This is an optimization exercise on Yosys and OpenROAD, whose aim is small area, not a production implementation. Only simulation tests tie the RTL to the original design; equivalence was not proved.

## xenon
==> flow/design.v (excerpt) <==
module register_file #(
  parameter int unsigned ADDR_W = riscv_pkg::REG_ADDR_W,
  parameter int unsigned XLEN   = riscv_pkg::XLEN
) (
  input  logic              clk,
  input  logic              reset_n,
  input  logic              we3,
  input  logic [ADDR_W-1:0] ra1,
  input  logic [ADDR_W-1:0] ra2,
  input  logic [ADDR_W-1:0] wa3,
  input  logic [XLEN-1:0]   wd3,
  output logic [XLEN-1:0]   rd1,
  output logic [XLEN-1:0]   rd2
);
Size in the first run: about 3200 cells after synthesis, about 1000 flip-flops, ~110 I/O pins, roughly 0.039 sq mm of cells after synthesis.
clock: 7.0 ns
lec_check: 0
cap_margin: 10
core_margin: 2
core_utilization: 40
gpl_routability_driven: 0
slew_margin: 10
synth_hierarchical: 1
standard.sh (not shown) runs the stock make flow with config.mk's settings and CLKGATE_MAP_FILE= SYNTH_SCRIPT=/design/flow/synth_recipe.tcl, a recipe that flattens the netlist after the stock synthesis.
==> flow/flow/run.sh <==
#!/bin/bash
# The standard ORFS layout, with smaller port buffers and a clock tree built
# from smaller buffers in larger clusters, without dummy loads. The make output
# goes to standard.log; each ORFS step also keeps its own log under orfs/logs/.
set -euo pipefail
bash standard.sh \
  "BUFFER_PORTS_ARGS=-buffer_cell sky130_fd_sc_hd__buf_1" \
  "CTS_ARGS=-sink_clustering_enable -repair_clock_nets -dont_use_dummy_load -sink_clustering_size 14 -sink_clustering_max_diameter 60 -buf_list {sky130_fd_sc_hd__clkbuf_4 sky130_fd_sc_hd__clkbuf_8}" \
  finish > standard.log 2>&1
Input-level comparison between nickel and xenon:
# xenon
export LEC_CHECK = 0
export CAP_MARGIN = 10
export CORE_MARGIN = 2
export CORE_UTILIZATION = 40
export GPL_ROUTABILITY_DRIVEN = 0
export SLEW_MARGIN = 10
export SYNTH_HIERARCHICAL = 1
create_clock -name core_clock -period 7.0 [get_ports {clk}]
# nickel
export LEC_CHECK = 0
export CAP_MARGIN = 10
export CORE_MARGIN = 2
export CORE_UTILIZATION = 40
export SLEW_MARGIN = 10
export SYNTH_HIERARCHICAL = 1
create_clock -name core_clock -period 7.0 [get_ports {clk}]
==> flow/flow/run.sh <==
#!/bin/bash
# The standard ORFS layout, with smaller port buffers and a clock tree built
# from smaller buffers in larger clusters, without dummy loads, and
# non-critical cells downsized after global routing. The make output
# goes to standard.log; each ORFS step also keeps its own log under orfs/logs/.
set -euo pipefail
bash standard.sh \
  "BUFFER_PORTS_ARGS=-buffer_cell sky130_fd_sc_hd__buf_1" \
  "CTS_ARGS=-sink_clustering_enable -repair_clock_nets -dont_use_dummy_load -sink_clustering_size 14 -sink_clustering_max_diameter 60 -buf_list {sky130_fd_sc_hd__clkbuf_4 sky130_fd_sc_hd__clkbuf_8}" \
  "RECOVER_POWER=100" \
  finish > standard.log 2>&1
--- outcome ---
The final report for nickel shows a completed flow and a layout that fails verification, specifically max-capacitance violations, max-slew violations.
xenon and nickel ended up with roughly the same register fraction of the total cell area.
The remaining number of nets flagged by the antenna check after routing of nickel and that of xenon are within noise of each other.
Final area delta (nickel -> xenon): insignificant
Delta (nickel minus xenon): global-route usage over all layers now sits higher; via count level.
> inputs changed (nickel -> indigo)
# nickel
export LEC_CHECK = 0
export CAP_MARGIN = 10
export CORE_MARGIN = 2
export CORE_UTILIZATION = 40
export SLEW_MARGIN = 10
export SYNTH_HIERARCHICAL = 1
create_clock -name core_clock -period 7.0 [get_ports {clk}]
# indigo
export LEC_CHECK = 0
export CAP_MARGIN = 10
export CORE_MARGIN = 2
export CORE_UTILIZATION = 40
export GPL_ROUTABILITY_DRIVEN = 0
export SLEW_MARGIN = 10
export SYNTH_HIERARCHICAL = 1
create_clock -name core_clock -period 7.0 [get_ports {clk}]
==> flow/flow/run.sh <==
#!/bin/bash
# The standard ORFS layout, with smaller port buffers and a clock tree built
# from smaller buffers in larger clusters, without dummy loads. The make output
# goes to standard.log; each ORFS step also keeps its own log under orfs/logs/.
set -euo pipefail
bash standard.sh \
  "BUFFER_PORTS_ARGS=-buffer_cell sky130_fd_sc_hd__buf_1" \
  "CTS_ARGS=-sink_clustering_enable -repair_clock_nets -dont_use_dummy_load -sink_clustering_size 16 -sink_clustering_max_diameter 80 -buf_list {sky130_fd_sc_hd__clkbuf_4 sky130_fd_sc_hd__clkbuf_8}" \
  finish > standard.log 2>&1
### Flow results
Changes observed in indigo relative to nickel: x dimension of the die saw little to no change, clock tree buffer count of the final layout shows a reduction of 13, TritonCTS buffer count went down about 15%, logic depth of the worst setup path including buffers picked up an extra 1, die area has remained practically unchanged.
Compared nickel against indigo; via count within noise.
Initial antenna violation count: indigo vs nickel down 5
Per the final summary, indigo finished and its layout is clean on timing, DRC and antenna.
In the final design statistics, indigo uses fewer standard cells in total than nickel.

## afterwards: timing with drivers on the ports
The flow's constraints put no driver on any port. The routed layouts listed below were extracted and timed again, unchanged, in two steps.
Step 1 sets driving cells, clkbuf_16 on the clock port and buf_2 on the other inputs (assumed; they add their load-dependent delay and slew).
Step 2, shift: input delay + t, output delay - t, t = (earliest + latest rising clock arrival at the registers) / 2. This alone moves slack from input paths to output paths.
a / b / c = ideal ports / drivers / drivers and shift; a / b = the first two.
| run | t, ns | setup slack, ns | slew at the worst register clock pin (ns) | cell pins on the clock port's net |
|---|---|---|---|---|
| xenon | 0.787 | 1.094 / 0.961 / 0.961 | 0.11 / 0.11 | 1 |
| nickel | 0.831 | 0.581 / 0.454 / 0.454 | 0.10 / 0.10 | 1 |
| indigo | 0.791 | 1.052 / 0.928 / 0.928 | 0.11 / 0.11 | 1 |
For xenon, which loses most, drivers alone change the setup slack by -0.133 ns; drivers and shift together by -0.133 ns.
